Source: an optimization exercise on an open RTL-to-GDS flow (aim: small area, a short achievable clock period and few clock cycles). Production flows keep margins and buffers that such runs may drop. Only simulation tests tie the RTL to the original design; equivalence was not proved. Power is estimated from default activity; no workload was simulated.

==> design/flow/design.v <==
`default_nettype none
package bba_pkg;
    localparam int ENTRIES    = 256;
    localparam int UNIT_BYTES = 32;
    localparam int HEAP_BYTES = ENTRIES * UNIT_BYTES;
    localparam int IDX_W      = $clog2(ENTRIES);
    localparam int CNT_W      = IDX_W + 1;
    localparam int UNIT_SH    = $clog2(UNIT_BYTES);
    localparam int ENTRY_W    = $clog2(HEAP_BYTES) + 2;
    localparam int REQ_W      = 15;
    localparam int SIZE_W     = REQ_W + 1;
    localparam int ADDR_W     = 32;
    localparam logic [31:0] HEAP_BASE_RESET = 32'h2000_1000;
    localparam logic CMD_ALLOC = 1'b0;
    localparam logic CMD_FREE  = 1'b1;
    localparam logic [1:0] ST_OK       = 2'd0;
    localparam logic [1:0] ST_NOSPACE  = 2'd1;
    localparam logic [1:0] ST_RANGE    = 2'd2;
    localparam logic [1:0] ST_NOTALLOC = 2'd3;
    typedef struct packed {
        logic              valid;
        logic [1:0]        status;
        logic [ADDR_W-1:0] addr;
    } res_t;
endpackage
`default_nettype wire
`default_nettype none
module bba_engine (
    input  wire logic        clk,
    input  wire logic        clr_all,    
    input  wire logic        a_go,       
    input  wire logic        f_go,       
    input  wire logic [8:0]  lvl_oh,     
    input  wire logic [7:0]  unit,       
    output logic             a_ok,       
    output logic [7:0]       a_unit,     
    output logic             f_ok        
);
    localparam int NN = 511;
    logic [NN-1:0] r_q;
    logic [NN-1:0] d;         
    logic [9*NN-1:0] t;      
    logic [NN-1:0] s;         
    logic [NN-1:0] g;         
    logic [NN-1:0] dm;        
    logic [NN-1:0] fm;        
    logic [NN-1:0] set_v;
    logic [8:0]    th;        
    logic [8:0]    z;         
    always_comb
    begin
        th[8] = lvl_oh[8];
        for (int j = 7; j >= 0; j--)
            th[j] = th[j+1] | lvl_oh[j];
        z[0] = 1'b1;
        for (int j = 1; j < 9; j++)
            z[j] = z[j-1] & !unit[j-1];
    end
    genvar j, i, k;
    generate
        for (j = 0; j < 9; j++) begin : g_lvl
            for (i = 0; i < (256 >> j); i++) begin : g_node
                localparam int N = 512 - (512 >> j) + i;
                if (j == 0) begin : g_leaf
                    assign d[N] = r_q[N];
                    assign t[9*N +: 9] = {8'b0, !r_q[N]};
                    assign s[N] = 1'b1;
                end
                else begin : g_inner
                    localparam int L = 512 - (512 >> (j-1)) + 2*i;
                    localparam int R = L + 1;
                    assign d[N] = r_q[N] | d[L] | d[R];
                    for (k = 0; k < 9; k++) begin : g_k
                        if (k < j) begin : g_lo
                            assign t[9*N+k] = !r_q[N] & (t[9*L+k] | t[9*R+k]);
                        end
                        else if (k == j) begin : g_eq
                            assign t[9*N+k] = !d[N];
                        end
                        else begin : g_hi
                            assign t[9*N+k] = 1'b0;
                        end
                    end
                    assign s[N] = th[j] | (|(t[9*L +: 9] & lvl_oh));
                    assign g[L] = g[N] & s[N];
                    assign g[R] = g[N] & !s[N];
                    assign dm[L] = dm[N] & !unit[j-1];
                    assign dm[R] = dm[N] & unit[j-1];
                end
                assign fm[N] = dm[N] & z[j];
                assign set_v[N] = a_go & lvl_oh[j] & g[N];
            end
        end
    endgenerate
    assign g[NN-1]  = |(t[9*(NN-1) +: 9] & lvl_oh);
    assign dm[NN-1] = 1'b1;
    assign a_ok     = g[NN-1];
    assign f_ok     = |(r_q & fm);
    always_comb
    begin
        for (int b = 0; b < 8; b++)
        begin
            a_unit[b] = 1'b0;
            for (int m = 0; m < (128 >> b); m++)
                a_unit[b] = a_unit[b] | g[512 - (512 >> b) + 2*m + 1];
        end
    end
    always_ff @(posedge clk)
    begin
        if (clr_all)
            r_q <= '0;
        else
            r_q <= (r_q & ~({NN{f_go}} & fm)) | set_v;
    end
endmodule
`default_nettype wire
`default_nettype none
module buddy_block_allocator_unit (
    input  wire logic                      clk,
    input  wire logic                      rst_n,
    input  wire logic                      cfg_we,
    input  wire logic [31:0]               cfg_wdata,
    input  wire logic                      in_valid,
    output logic                           in_ready,
    input  wire logic                      cmd,
    input  wire logic [bba_pkg::REQ_W-1:0] req_size,
    input  wire logic [31:0]               free_addr,
    output logic                           out_valid,
    input  wire logic                      out_ready,
    output logic [1:0]                     status,
    output logic [31:0]                    result_addr
);
    localparam logic [31:0] HEAP_BASE_RESET = bba_pkg::HEAP_BASE_RESET;
    logic [31:0] heap_base_reg;
    logic        init_reg;
    logic        s1_valid;
    logic        s1_cmd;
    logic        s1_bad;
    logic [8:0]  s1_lvl;
    logic [7:0]  s1_unit;
    logic [4:0]  s1_low;
    logic        out_valid_reg;
    logic [1:0]  status_reg;
    logic [12:0] off_reg;
    logic        adv;
    logic        go;
    logic [31:0] offset;
    logic [8:0]  th_in;
    logic [8:0]  lvl_in;
    logic        a_ok;
    logic [7:0]  a_unit;
    logic        f_ok;
    assign adv      = !out_valid_reg || out_ready;
    assign in_ready = !s1_valid || adv;
    assign go       = s1_valid && adv;
    assign offset = free_addr - heap_base_reg;
    always_comb
    begin
        th_in[0] = 1'b1;
        for (int m = 1; m < 9; m++)
            th_in[m] = 32'(req_size) > (32'd32 << (m - 1));
        for (int m = 0; m < 8; m++)
            lvl_in[m] = th_in[m] & !th_in[m+1];
        lvl_in[8] = th_in[8];
    end
    bba_engine u_engine (
        .clk    (clk),
        .clr_all(init_reg),
        .a_go   (go && s1_cmd == bba_pkg::CMD_ALLOC && !s1_bad),
        .f_go   (go && s1_cmd == bba_pkg::CMD_FREE && !s1_bad),
        .lvl_oh (s1_lvl),
        .unit   (s1_unit),
        .a_ok   (a_ok),
        .a_unit (a_unit),
        .f_ok   (f_ok)
    );
    always_ff @(posedge clk or negedge rst_n)
    begin
        if (!rst_n)
        begin
            heap_base_reg <= HEAP_BASE_RESET;
            init_reg      <= 1'b1;
            s1_valid      <= 1'b0;
            out_valid_reg <= 1'b0;
        end
        else
        begin
            init_reg <= 1'b0;
            if (cfg_we)
                heap_base_reg <= cfg_wdata;
            if (in_ready)
                s1_valid <= in_valid;
            if (adv)
                out_valid_reg <= s1_valid;
        end
    end
    always_ff @(posedge clk)
    begin
        if (in_ready)
        begin
            s1_cmd  <= cmd;
            s1_bad  <= (cmd == bba_pkg::CMD_ALLOC) ? (32'(req_size) > 32'(bba_pkg::HEAP_BYTES))
                                                   : (offset >= 32'(bba_pkg::HEAP_BYTES));
            s1_lvl  <= lvl_in;
            s1_unit <= offset[12:5];
            s1_low  <= offset[4:0];
        end
        if (go)
        begin
            if (s1_cmd == bba_pkg::CMD_ALLOC)
            begin
                status_reg <= (s1_bad || !a_ok) ? bba_pkg::ST_NOSPACE : bba_pkg::ST_OK;
                off_reg    <= {a_unit, 5'b0};
            end
            else
            begin
                status_reg <= s1_bad ? bba_pkg::ST_RANGE
                                     : (f_ok ? bba_pkg::ST_OK : bba_pkg::ST_NOTALLOC);
                off_reg    <= {s1_unit, s1_low};
            end
        end
    end
    assign out_valid   = out_valid_reg;
    assign status      = status_reg;
    assign result_addr = (status_reg == bba_pkg::ST_OK) ? heap_base_reg + 32'(off_reg) : 32'd0;
endmodule
`default_nettype wire
==> design/flow/run.sh <==
#!/bin/bash
# synth_recipe.tcl (not shown) runs the flow's synth.tcl, then flattens the netlist and writes it again
# the make line also repeats each setting of config.mk as NAME=value (left out here)
make -C /OpenROAD-flow-scripts/flow DESIGN_CONFIG=/design/flow/config.mk WORK_HOME=/design/flow/orfs CLKGATE_MAP_FILE= SYNTH_SCRIPT=/design/flow/synth_recipe.tcl finish
==> design/flow/config.mk <==
export PLATFORM = sky130hd
export DESIGN_NAME = buddy_block_allocator_unit
export DESIGN_NICKNAME = buddy_block_allocator_unit
export VERILOG_FILES = /design/flow/design.v
export SDC_FILE = /design/flow/constraint.sdc
export NUM_CORES = 4
export LEC_CHECK = 0
export CAP_MARGIN = 20
export CORE_MARGIN = 2
export CORE_UTILIZATION = 35
export PLACE_DENSITY = 0.5
export SLEW_MARGIN = 20
==> design/flow/constraint.sdc <==
create_clock -name core_clock -period 9.0 [get_ports {clk}]
set_input_delay 1.8000 -clock core_clock [delete_from_list [all_inputs] [get_ports {clk}]]
set_output_delay 1.8000 -clock core_clock [all_outputs]
set_load 0.01 [all_outputs]
==> out/results.tsv <==
stage	metric	value	unit
placed_design	dp_slack	2.10	ns
floorplan	initial_core_util	0.352	
worst_setup_path	r2r-end	off_reg[5]	
synth	async_reset_ff_frac	0.0598	
worst_setup_path	cpLargestDelayFamily	compound AO/OA/AOI/OAI gates	
hold_path	hp-start	s1_valid	
synth	syn_area	40000	µm²
finish	fill_cells	11900	
worst_setup_path	reg2regPathDepth	15	
clock_network	clk_pin_slew	0.06	ns
routing	totalWireLength	324000	µm
sta	hold_ws	0.473	ns
routing	routed_via_density	7.42	
sta	grt_setup_unrepaired	false	
worst_setup_path	end_kind	flop	
power_and_ir_drop	ir_drop	0.000161	V
clock_network	clk_latency	0.76	ns
synth	synth_ff_type	dfxtp_1	
sta	layout_setup_ws	1.03	ns
worst_setup_path	worstPathArrival	8.42	ns
routing	drtAntennaViolNets	0	
floorplan	dieWidth	342	µm
sta	fmax	125	MHz
floorplan	pin_count	121	
worst_setup_path	worstPathRequired	9.45	ns
synth	ys_types	100	
worst_setup_path	critical_path.cell_chain	nor4_1 -> a22oi_1 -> o22ai_1 -> a221oi_1 -> o32ai_1 -> a21boi_0 -> nand4_1 -> or2_2 -> nand2b_1 -> or4_1 -> nor4_1 -> a21oi_1 -> o2111ai_1 -> a2111oi_0 -> a32oi_1	
finish	multi_input_area	26300	µm²
hold_path	holdPathStages	1	
clock_network	cts_root_buf	clkbuf_16	
finish	fin_area	46700	µm²
finish	seq_area	12300	µm²
clock_network	clockBufferDepth	3	
worst_setup_path	worst-path-buf-inv	0	
synth	synth_seq_cells	585	
placed_design	place_area	43800	µm²
routing	drtIter0Drc	10600	
floorplan	num_rows	124	
synth	syn-num-nets	5758	
hold_path	min_to	out_valid_reg	
power_and_ir_drop	leakagePower	0.0151	µW
floorplan	core	114000	µm²
routing	drt-pass1-iter-count	10	
floorplan	dieHeight	342	µm
clock_network	cts_buffers	79	
finish	largest_reg_flops	511	
job	drv_cap	0	
synth	seq_area_frac_synth	0.307	
clock_network	cts_tree	built	
synth	synth_edf_count	39	
sta	report.final.hold_viol_count	0	
placed_design	portBuffers	120	
worst_setup_path	critPathMaxStageDelay	1.09	ns
clock_network	cts_setup_buffers	0	
sta	setup_viol	0	
global_routing	grt_overflow	0	
sta	slew_violations	0	
synth	avgSynthCellArea	7.12	µm²
synth	synth_cells	5627	
sta	finalClockSkew	0.0459	ns
finish	area_growth	16.7	%
finish	drive_gt1_frac	0.0884	
worst_setup_path	critPathKind	reg -> reg	
worst_setup_path	r2r-start	u_engine.r_q[35]	
synth	synth_warnings	2	
finish	nets	5826	
sta	slew_headroom	0.0539	
worst_setup_path	cp_max_fo	9	
clock_network	h-tree-depth	3	
routing	dr_total_vias	54200	
global_routing	grt_pass1_vias	47500	
global_routing	grt_pass1_wl	427000	µm
routing	wl_per_cell	44.4	µm
worst_setup_path	reg2reg_slack	1.03	ns
placed_design	gp_congestion	1.21	
sta	period_share	0.885	
global_routing	antenna_found_initial	62	
routing	drcViolationCount	0	
power_and_ir_drop	power_density	166	nW/µm²
sta	period_needed	7.97	ns
hold_path	holdCritPathClass	reg -> reg	
worst_setup_path	crit_slowest_cell	o32ai_1	
global_routing	track_usage	0.534	
worst_setup_path	crit_top_cell	nor4_1	
worst_setup_path	cp-start-kind	flop	
floorplan	dieArea	117000	µm²
global_routing	grt_max_degree	172	
sta	tns	0	ns
status	status	finished clean	
clock_network	ctsHoldBuffers	0	
clock_network	clock-sinks	585	
clock_network	ctsResizeCount	0	
finish	postLayoutCoreUtil	0.410	
sta	worst_pin_slew	1.42	ns
placed_design	dp_hpwl	238000	µm
## where the power goes
group	switching, µW	total [µW]	internal (µW)	leakage [µW]
Sequential	72.4	2740	2670	0.00493
Combinational	1230	1590	360	0.00882
Clock	1440	3440	2010	0.00132
## area by class of cell
class,count,share of cell area
multi-input combinational,4526,0.562
sequential,585,0.263
timing repair buffer,327,0.0611
clock buffer,119,0.0494
tap,1512,0.0405
inverter,176,0.0142
clock inverter,24,0.00803
antenna,41,0.00220
## kinds of logic (layout without fill, tap and decap cells)
family | after synthesis | count (layout) | share of synthesized area
compound gates | 2048 | 2048 | 0.324
xor+xnor | 40 | 40 | 0.00875
fa+ha+maj | 46 | 46 | 0.0147
buf+inv | 516 | 646 | 0.0491
flops | 585 | 585 | 0.307
mux | 22 | 22 | 0.00566
other cells | 1 | 42 | 0.0000936
simple gates | 2369 | 2369 | 0.291
## through the flow
stage / total power [µW] / std cells
3_3_place_gp: 4270 / 7112
4_1_cts: 7620 / 7261
5_1_grt: 7820 / 7274
3_5_place_dp: 4250 / 7118
2_1_floorplan: 3450 / 5627
6_report: 7780 / 7310
## worst max-delay path by stage
stage,from,to,slack [ns],depth (start not counted)
2_1_floorplan,heap_base_reg[0],result_addr[30],4.07,17
6_report,u_engine.r_q[35],off_reg[5],1.03,15
5_1_grt,u_engine.r_q[35],off_reg[5],1.36,15
4_1_cts,u_engine.r_q[35],off_reg[5],2.08,15
3_3_place_gp,u_engine.r_q[130],off_reg[5],2.03,15
3_5_place_dp,u_engine.r_q[35],off_reg[5],2.10,15
## worst register-to-register path, delay by kind of cell (launching register included)
family,cells,cell delay (ns)
and+or+nand+nor,6,3.04
DFF,1,0.39
AOI/OAI and AO/OA,9,4.24
## metal layers
metal  wire length [µm]  up-vias  global-route usage  part of all wire
li1                   -    21400                   -                 -
met1             116000    26000               0.636              0.36
met2             122000     5226               0.707              0.38
met3              52400     1529               0.277              0.16
met4              33500       54               0.430              0.10
met5                462        -              0.0151            0.0014
## layout by cell type, fill, tap and decap left out, types with 44 or more instances in the layout
master and instances:
nor4_1 177, a21oi_1 631, o22ai_1 80, or3_1 54, a211oi_1 63, o21a_1 91, clkbuf_16 81, nand2_1 486
ha_1 44, nand4_1 110, buf_4 189, o21ai_0 462, nor2_1 714, a22oi_1 240, inv_1 172, nand2b_1 90
dfxtp_1 511, nor3_1 175, nand3_1 211, clkdlybuf4s50_1 118, a32oi_1 64
## synth_stat cells (64+ instances only)
library cell	number	area [µm²]
o21ai_0	471	2360
a21oi_1	633	3170
nand3_1	212	1060
clkbuf_1	296	1110
nand2b_1	92	576
dfxtp_1	511	10200
a22oi_1	242	1820
nor3_1	198	991
nand2_1	492	1850
nor4_1	195	1220
o22ai_1	80	500
nor2_1	727	2730
inv_1	175	657
o21a_1	91	683
a32oi_1	64	561
nand4_1	110	688
Testbench counts, summed over its fixed seeds: cycles 4,816.

## separate check: timing with driven ports
The results above use ideal ports. As a check the final layout listed here was re-extracted and re-timed, cells and wires unchanged. Step 1 (the two cells are an assumption about what drives the block):
set clk [get_ports {clk}]
set_driving_cell -lib_cell sky130_fd_sc_hd__clkbuf_16 $clk
set_driving_cell -lib_cell sky130_fd_sc_hd__buf_2 [delete_from_list [all_inputs] $clk]
Step 2 adds t to the input delays and takes it off the output delays; t is the mean of the earliest and latest rising clock arrival at the registers after step 1. Input paths then give back, and output paths get back, about the clock's delay inside the block. a / b / c = ideal ports / drivers / drivers and shift; a / b = the first two.
t, ns: 0.817
slack for setup (ns): 1.031 / 1.031 / 1.031
slew at the worst register clock pin (ns): 0.07 / 0.07
After both steps this run still meets setup and hold. For this run, drivers alone change the setup slack by 0.000 ns; drivers and shift together by 0.000 ns.
